This is an optimization exercise on Yosys and OpenROAD, whose aim is small area, a short achievable clock period and few clock cycles per item, not a production implementation. Where RTL was checked, it was by simulation tests only, not by an equivalence proof against the original.

==> trial 41: inputs <==
## modsq_engine
module modsq_engine #(
    parameter int COUNT_WIDTH = 16
) (
    input  logic                   clk,
    input  logic                   reset,
    input  logic                   start,
    input  logic [63:0]            x_in,
    input  logic [COUNT_WIDTH-1:0] count,
    output logic                   busy,
    output logic                   done,
    output logic [63:0]            result
);
    logic [65:0]            x_q;
    logic [65:0]            sq;
    logic [65:0]            res_q;
    logic                   ones_q;      
    logic                   sq_ones;
    logic [COUNT_WIDTH-1:0] cnt_q;
    logic                   last;
    logic                   zero;
    assign zero = (cnt_q == '0);
    assign last = (cnt_q[COUNT_WIDTH-1:1] == '0);
    always_ff @(posedge clk) begin
        if (reset) begin
            busy <= 1'b0;
            done <= 1'b0;
        end
        else begin
            done <= busy && last;
            if (!busy) busy <= start;
            else if (last) busy <= 1'b0;
        end
    end
    always_ff @(posedge clk) begin
        if (!busy) begin
            x_q   <= {2'b00, x_in};
            cnt_q <= count;
        end
        else begin
            x_q   <= sq;
            cnt_q <= cnt_q - 1'b1;
        end
        if (busy && last) begin
            res_q  <= zero ? x_q : sq;
            ones_q <= zero ? (&x_q[63:8]) : sq_ones;
        end
    end
    modsq_sq_core u_core (
        .x       (x_q),
  ...
Settings: LEC_CHECK=0, CAP_MARGIN=20, CORE_MARGIN=2, CORE_UTILIZATION=55, SLEW_MARGIN=20, SYNTH_HIERARCHICAL=1; clock period 30.0 ns.
standard.sh (not shown) runs the stock make flow with config.mk's settings and CLKGATE_MAP_FILE= SYNTH_SCRIPT=/design/flow/synth_recipe.tcl, a recipe that flattens the netlist after the stock synthesis.
==> flow/flow/run.sh <==
#!/bin/bash
# The standard layout, with two changes to how it is made:
#  - timing repair asked for extra setup margin (repair_timing -setup_margin),
#    so that it works on the paths that set the achieved period;
#  - the port buffers are buf_4 cells instead of the delay buffers that
#    buffer_ports picks by default.
# Synthesis is the standard one, unchanged.
set -euo pipefail
MARGIN=$(cat flow/margin.txt)
bash standard.sh SETUP_SLACK_MARGIN="$MARGIN" \
    "BUFFER_PORTS_ARGS=-buffer_cell sky130_fd_sc_hd__buf_4" \
    finish > standard_flow.log 2>&1
==> flow/flow/margin.txt <==
20.5
==> inputs of build 97, as changes to trial 41 <==
--- a/flow/design.v
+++ b/flow/design.v
@@ -1,12 +1,11 @@
 `timescale 1ns/100ps
 module modsq_sq_core (
     input  wire [65:0] x,
-    output wire [65:0] v,
-    output wire        ones_hi
+    output wire [65:0] v
 );
     wire p1, p2, p3, p4, p5, p6, p7, p8, p9, p10, p11, p12, p13, p14, p15, p16;
     wire p17, p18, p19, p20, p21, p22, p23, p24, p25, p26, p27, p28, p29, p30, p31, p32;
     wire p33, p34, p35, p36, p37, p38, p39, p40, p41, p42, p43, p44, p45, p46, p47, p48;
     wire p49, p50, p51, p52, p53, p54, p55, p56, p57, p58, p59, p60, p61, p62, p63, p64;
     wire p65, p66, p67, p68, p69, p70, p71, p72, p73, p74, p75, p76, p77, p78, p79, p80;
     wire p81, p82, p83, p84, p85, p86, p87, p88, p89, p90, p91, p92, p93, p94, p95, p96;
@@ -6491,17 +6490,14 @@
     assign v[59] = kp119 ^ kg1034;
     assign v[60] = kp121 ^ kg1036;
     assign v[61] = kp123 ^ kg1038;
     assign v[62] = kp125 ^ kg1040;
     assign v[63] = kp127 ^ kg1042;
     assign v[64] = kp129 ^ kg1044;
     assign v[65] = ~kg1049;
-    wire ones_c0 = kp17 & kp19 & kp21 & kp23 & kp25 & kp27 & kp29 & kp31 & kp33 & kp35 & kp37 & kp39 & kp41 & kp43 & kp45 & kp47 & kp49 & kp51 & kp53 & kp55 & kp57 & kp59 & kp61 & kp63 & kp65 & kp67 & kp69 & kp71 & kp73 & kp75 & kp77 & kp79 & kp81 & kp83 & kp85 & kp87 & kp89 & kp91 & kp93 & kp95 & kp97 & kp99 & kp101 & kp103 & kp105 & kp107 & kp109 & kp111 & kp113 & kp115 & kp117 & kp119 & kp121 & kp123 & kp125 & kp127;
-    wire ones_c1 = ~kp17 & (kp19 ^ kg18) & (kp21 ^ kg20) & (kp23 ^ kg22) & (kp25 ^ kg24) & (kp27 ^ kg26) & (kp29 ^ kg28) & (kp31 ^ kg30) & (kp33 ^ kg32) & (kp35 ^ kg34) & (kp37 ^ kg36) & (kp39 ^ kg38) & (kp41 ^ kg40) & (kp43 ^ kg42) & (kp45 ^ kg44) & (kp47 ^ kg46) & (kp49 ^ kg48) & (kp51 ^ kg50) & (kp53 ^ kg52) & (kp55 ^ kg54) & (kp57 ^ kg56) & (kp59 ^ kg58) & (kp61 ^ kg60) & (kp63 ^ kg62) & (kp65 ^ kg64) & (kp67 ^ kg66) & (kp69 ^ kg68) & (kp71 ^ kg70) & (kp73 ^ kg72) & (kp75 ^ kg74) & (kp77 ^ kg76) & (kp79 ^ kg78) & (kp81 ^ kg80) & (kp83 ^ kg82) & (kp85 ^ kg84) & (kp87 ^ kg86) & (kp89 ^ kg88) & (kp91 ^ kg90) & (kp93 ^ kg92) & (kp95 ^ kg94) & (kp97 ^ kg96) & (kp99 ^ kg98) & (kp101 ^ kg100) & (kp103 ^ kg102) & (kp105 ^ kg104) & (kp107 ^ kg106) & (kp109 ^ kg108) & (kp111 ^ kg110) & (kp113 ^ kg112) & (kp115 ^ kg114) & (kp117 ^ kg116) & (kp119 ^ kg118) & (kp121 ^ kg120) & (kp123 ^ kg122) & (kp125 ^ kg124) & (kp127 ^ kg126);
-    assign ones_hi = ~kg515 ? ones_c1 : ones_c0;
 endmodule
 module modsq_gp_p2n (
     input  wire g1,
     input  wire p1,
     input  wire g0,
     input  wire p0,
     output wire gn,
@@ -6569,16 +6565,14 @@
     output logic                   busy,
     output logic                   done,
     output logic [63:0]            result
 );
     logic [65:0]            x_q;
     logic [65:0]            sq;
     logic [65:0]            res_q;
-    logic                   ones_q;      
-    logic                   sq_ones;
     logic [COUNT_WIDTH-1:0] cnt_q;
     logic                   last;
     logic                   zero;
     assign zero = (cnt_q == '0);
     assign last = (cnt_q[COUNT_WIDTH-1:1] == '0);
     always_ff @(posedge clk) begin
         if (reset) begin
@@ -6597,32 +6591,28 @@
             cnt_q <= count;
         end
         else begin
             x_q   <= sq;
             cnt_q <= cnt_q - 1'b1;
         end
         if (busy && last) begin
-            res_q  <= zero ? x_q : sq;
-            ones_q <= zero ? (&x_q[63:8]) : sq_ones;
+            res_q <= zero ? x_q : sq;
         end
     end
     modsq_sq_core u_core (
-        .x       (x_q),
-        .v       (sq),
-        .ones_hi (sq_ones)
+        .x (x_q),
+        .v (sq)
     );
     modsq_canon u_canon (
         .v      (res_q),
-        .ones56 (ones_q),
         .result (result)
     );
 endmodule
 module modsq_canon (
     input  logic [65:0] v,
-    input  logic        ones56,      
     output logic [63:0] result
 );
     logic [1:0]  t;
     logic [7:0]  lo;
     logic [55:0] hi;
     logic        c1;
     logic        c2;
@@ -6655,15 +6645,15 @@
         for (int s = 1; s < 56; s = s * 2) begin
             for (int i = 55; i >= s; i--) begin
                 pa[i] = pa[i] & pa[i-s];
             end
         end
         ones = {pa, 1'b1};
     end
-    assign wrap = c2 && ones56;
+    assign wrap = c2 && ones[56];
     always_comb begin
         for (int i = 0; i < 56; i++) begin
             result[8+i] = !wrap && (hi[i] ^ (c1 && ones[i]));
         end
         result[7:0] = wrap ? low2 : low1;
     end
 endmodule
==> flow/flow/run.sh (replaced) <==
#!/bin/bash
# The standard layout, with timing repair asked for extra setup margin
# (repair_timing -setup_margin) so that it works on the paths that set the
# achieved period.  Synthesis is the standard one, unchanged.
set -euo pipefail
MARGIN=$(cat flow/margin.txt)
bash standard.sh SETUP_SLACK_MARGIN="$MARGIN" finish > standard_flow.log 2>&1
==> flow/flow/margin.txt (replaced) <==
19.5
==> inputs of build 83, as changes to trial 41 <==
--- a/flow/design.v
+++ b/flow/design.v
@@ -1,12 +1,11 @@
 `timescale 1ns/100ps
 module modsq_sq_core (
     input  wire [65:0] x,
-    output wire [65:0] v,
-    output wire        ones_hi
+    output wire [65:0] v
 );
     wire p1, p2, p3, p4, p5, p6, p7, p8, p9, p10, p11, p12, p13, p14, p15, p16;
     wire p17, p18, p19, p20, p21, p22, p23, p24, p25, p26, p27, p28, p29, p30, p31, p32;
     wire p33, p34, p35, p36, p37, p38, p39, p40, p41, p42, p43, p44, p45, p46, p47, p48;
     wire p49, p50, p51, p52, p53, p54, p55, p56, p57, p58, p59, p60, p61, p62, p63, p64;
     wire p65, p66, p67, p68, p69, p70, p71, p72, p73, p74, p75, p76, p77, p78, p79, p80;
     wire p81, p82, p83, p84, p85, p86, p87, p88, p89, p90, p91, p92, p93, p94, p95, p96;
@@ -6491,17 +6490,14 @@
     assign v[59] = kp119 ^ kg1034;
     assign v[60] = kp121 ^ kg1036;
     assign v[61] = kp123 ^ kg1038;
     assign v[62] = kp125 ^ kg1040;
     assign v[63] = kp127 ^ kg1042;
     assign v[64] = kp129 ^ kg1044;
     assign v[65] = ~kg1049;
-    wire ones_c0 = kp17 & kp19 & kp21 & kp23 & kp25 & kp27 & kp29 & kp31 & kp33 & kp35 & kp37 & kp39 & kp41 & kp43 & kp45 & kp47 & kp49 & kp51 & kp53 & kp55 & kp57 & kp59 & kp61 & kp63 & kp65 & kp67 & kp69 & kp71 & kp73 & kp75 & kp77 & kp79 & kp81 & kp83 & kp85 & kp87 & kp89 & kp91 & kp93 & kp95 & kp97 & kp99 & kp101 & kp103 & kp105 & kp107 & kp109 & kp111 & kp113 & kp115 & kp117 & kp119 & kp121 & kp123 & kp125 & kp127;
-    wire ones_c1 = ~kp17 & (kp19 ^ kg18) & (kp21 ^ kg20) & (kp23 ^ kg22) & (kp25 ^ kg24) & (kp27 ^ kg26) & (kp29 ^ kg28) & (kp31 ^ kg30) & (kp33 ^ kg32) & (kp35 ^ kg34) & (kp37 ^ kg36) & (kp39 ^ kg38) & (kp41 ^ kg40) & (kp43 ^ kg42) & (kp45 ^ kg44) & (kp47 ^ kg46) & (kp49 ^ kg48) & (kp51 ^ kg50) & (kp53 ^ kg52) & (kp55 ^ kg54) & (kp57 ^ kg56) & (kp59 ^ kg58) & (kp61 ^ kg60) & (kp63 ^ kg62) & (kp65 ^ kg64) & (kp67 ^ kg66) & (kp69 ^ kg68) & (kp71 ^ kg70) & (kp73 ^ kg72) & (kp75 ^ kg74) & (kp77 ^ kg76) & (kp79 ^ kg78) & (kp81 ^ kg80) & (kp83 ^ kg82) & (kp85 ^ kg84) & (kp87 ^ kg86) & (kp89 ^ kg88) & (kp91 ^ kg90) & (kp93 ^ kg92) & (kp95 ^ kg94) & (kp97 ^ kg96) & (kp99 ^ kg98) & (kp101 ^ kg100) & (kp103 ^ kg102) & (kp105 ^ kg104) & (kp107 ^ kg106) & (kp109 ^ kg108) & (kp111 ^ kg110) & (kp113 ^ kg112) & (kp115 ^ kg114) & (kp117 ^ kg116) & (kp119 ^ kg118) & (kp121 ^ kg120) & (kp123 ^ kg122) & (kp125 ^ kg124) & (kp127 ^ kg126);
-    assign ones_hi = ~kg515 ? ones_c1 : ones_c0;
 endmodule
 module modsq_gp_p2n (
     input  wire g1,
     input  wire p1,
     input  wire g0,
     input  wire p0,
     output wire gn,
@@ -6569,16 +6565,14 @@
     output logic                   busy,
     output logic                   done,
     output logic [63:0]            result
 );
     logic [65:0]            x_q;
     logic [65:0]            sq;
     logic [65:0]            res_q;
-    logic                   ones_q;      
-    logic                   sq_ones;
     logic [COUNT_WIDTH-1:0] cnt_q;
     logic                   last;
     logic                   zero;
     assign zero = (cnt_q == '0);
     assign last = (cnt_q[COUNT_WIDTH-1:1] == '0);
     always_ff @(posedge clk) begin
         if (reset) begin
@@ -6597,32 +6591,28 @@
             cnt_q <= count;
         end
         else begin
             x_q   <= sq;
             cnt_q <= cnt_q - 1'b1;
         end
         if (busy && last) begin
-            res_q  <= zero ? x_q : sq;
-            ones_q <= zero ? (&x_q[63:8]) : sq_ones;
+            res_q <= zero ? x_q : sq;
         end
     end
     modsq_sq_core u_core (
-        .x       (x_q),
-        .v       (sq),
-        .ones_hi (sq_ones)
+        .x (x_q),
+        .v (sq)
     );
     modsq_canon u_canon (
         .v      (res_q),
-        .ones56 (ones_q),
         .result (result)
     );
 endmodule
 module modsq_canon (
     input  logic [65:0] v,
-    input  logic        ones56,      
     output logic [63:0] result
 );
     logic [1:0]  t;
     logic [7:0]  lo;
     logic [55:0] hi;
     logic        c1;
     logic        c2;
@@ -6655,15 +6645,15 @@
         for (int s = 1; s < 56; s = s * 2) begin
             for (int i = 55; i >= s; i--) begin
                 pa[i] = pa[i] & pa[i-s];
             end
         end
         ones = {pa, 1'b1};
     end
-    assign wrap = c2 && ones56;
+    assign wrap = c2 && ones[56];
     always_comb begin
         for (int i = 0; i < 56; i++) begin
             result[8+i] = !wrap && (hi[i] ^ (c1 && ones[i]));
         end
         result[7:0] = wrap ? low2 : low1;
     end
 endmodule
==> flow/flow/run.sh (replaced) <==
#!/bin/bash
# The standard layout, with timing repair asked for extra setup margin
# (repair_timing -setup_margin) so that it works on the paths that set the
# achieved period.  Synthesis is the standard one, unchanged.
set -euo pipefail
MARGIN=$(cat flow/margin.txt)
bash standard.sh SETUP_SLACK_MARGIN="$MARGIN" finish > standard_flow.log 2>&1
==> notes.md <==
quantity                                                                  build 83        trial 41        build 97
Footprint of the multi-input gates                                      70430 um^2      71130 um^2      69520 um^2
Distinct cell type count after synthesis                                        67              68              67
Grt met1 use                                                                64.46%          64.91%          62.51%
Register fraction of the total cell area                                    4.508%          4.523%          4.734%
Number of buffers added for setup after CTS                                    161             220               3
Final Worst Setup Slack                                                   20.50 ns        20.42 ns        19.58 ns
Setup slack at placement                                                  19.23 ns        19.11 ns        19.23 ns
Multi-input logic portion of the cell area                                  81.36%          81.56%          84.88%
Part of the cycle the worst path needs                                      31.67%          31.94%          34.72%
Max frequency                                                            105.3 MHz       104.4 MHz       96.00 MHz
Cell area after layout                                                  86570 um^2      87210 um^2      81900 um^2
Portion of synthesized cell area occupied by the leading cell type          65.40%          65.28%          65.40%
Routing usage on met3                                                       22.60%          28.53%          16.19%
Outcome                                                             finished clean  finished clean  finished clean
Final period demand of the worst path                                     9.500 ns        9.581 ns        10.42 ns
Clk latency of the worst-skew pair                                         0.52 ns         0.48 ns         0.51 ns
Sequential cell area fraction in the yosys report                           4.704%          4.735%          4.704%
Placed standard-cell area                                               80360 um^2      80630 um^2      80360 um^2
Clock-cell share of area                                                   0.6909%         0.6269%         0.7303%
Synth Area in XOR/XNOR                                                      1.462%          1.583%          1.462%
Testbench counts of build 97, summed over its fixed seeds: cycles 15,266, jobs 480.
Testbench counts of build 83, summed over its fixed seeds: cycles 15,266, jobs 480.
For trial 41, only the layout was checked, not whether the RTL still works.

## what the ideal ports hide
The results above use ideal ports. As a check the final layouts listed here were re-extracted and re-timed, cells and wires unchanged.
Step 1 sets driving cells, clkbuf_16 on the clock port and buf_2 on the other inputs (assumed; they add their load-dependent delay and slew).
Step 2 also shifts input and output timing later by t, the mid clock arrival at the registers, as if the neighbouring blocks saw the same clock.
Three values: no drivers, after step 1, after step 2; two values: the first two.
| run | t (ns) | setup slack, ns | clock arrival spread, ns |
|---|---|---|---|
| trial 41 | 0.518 | 20.419 / 20.419 / 20.419 | 0.016 / 0.016 |
| build 97 | 0.551 | 19.584 / 19.584 / 19.584 | 0.037 / 0.036 |
| build 83 | 0.559 | 20.500 / 20.500 / 20.500 | 0.041 / 0.040 |
After both steps setup and hold are still met in every run listed.
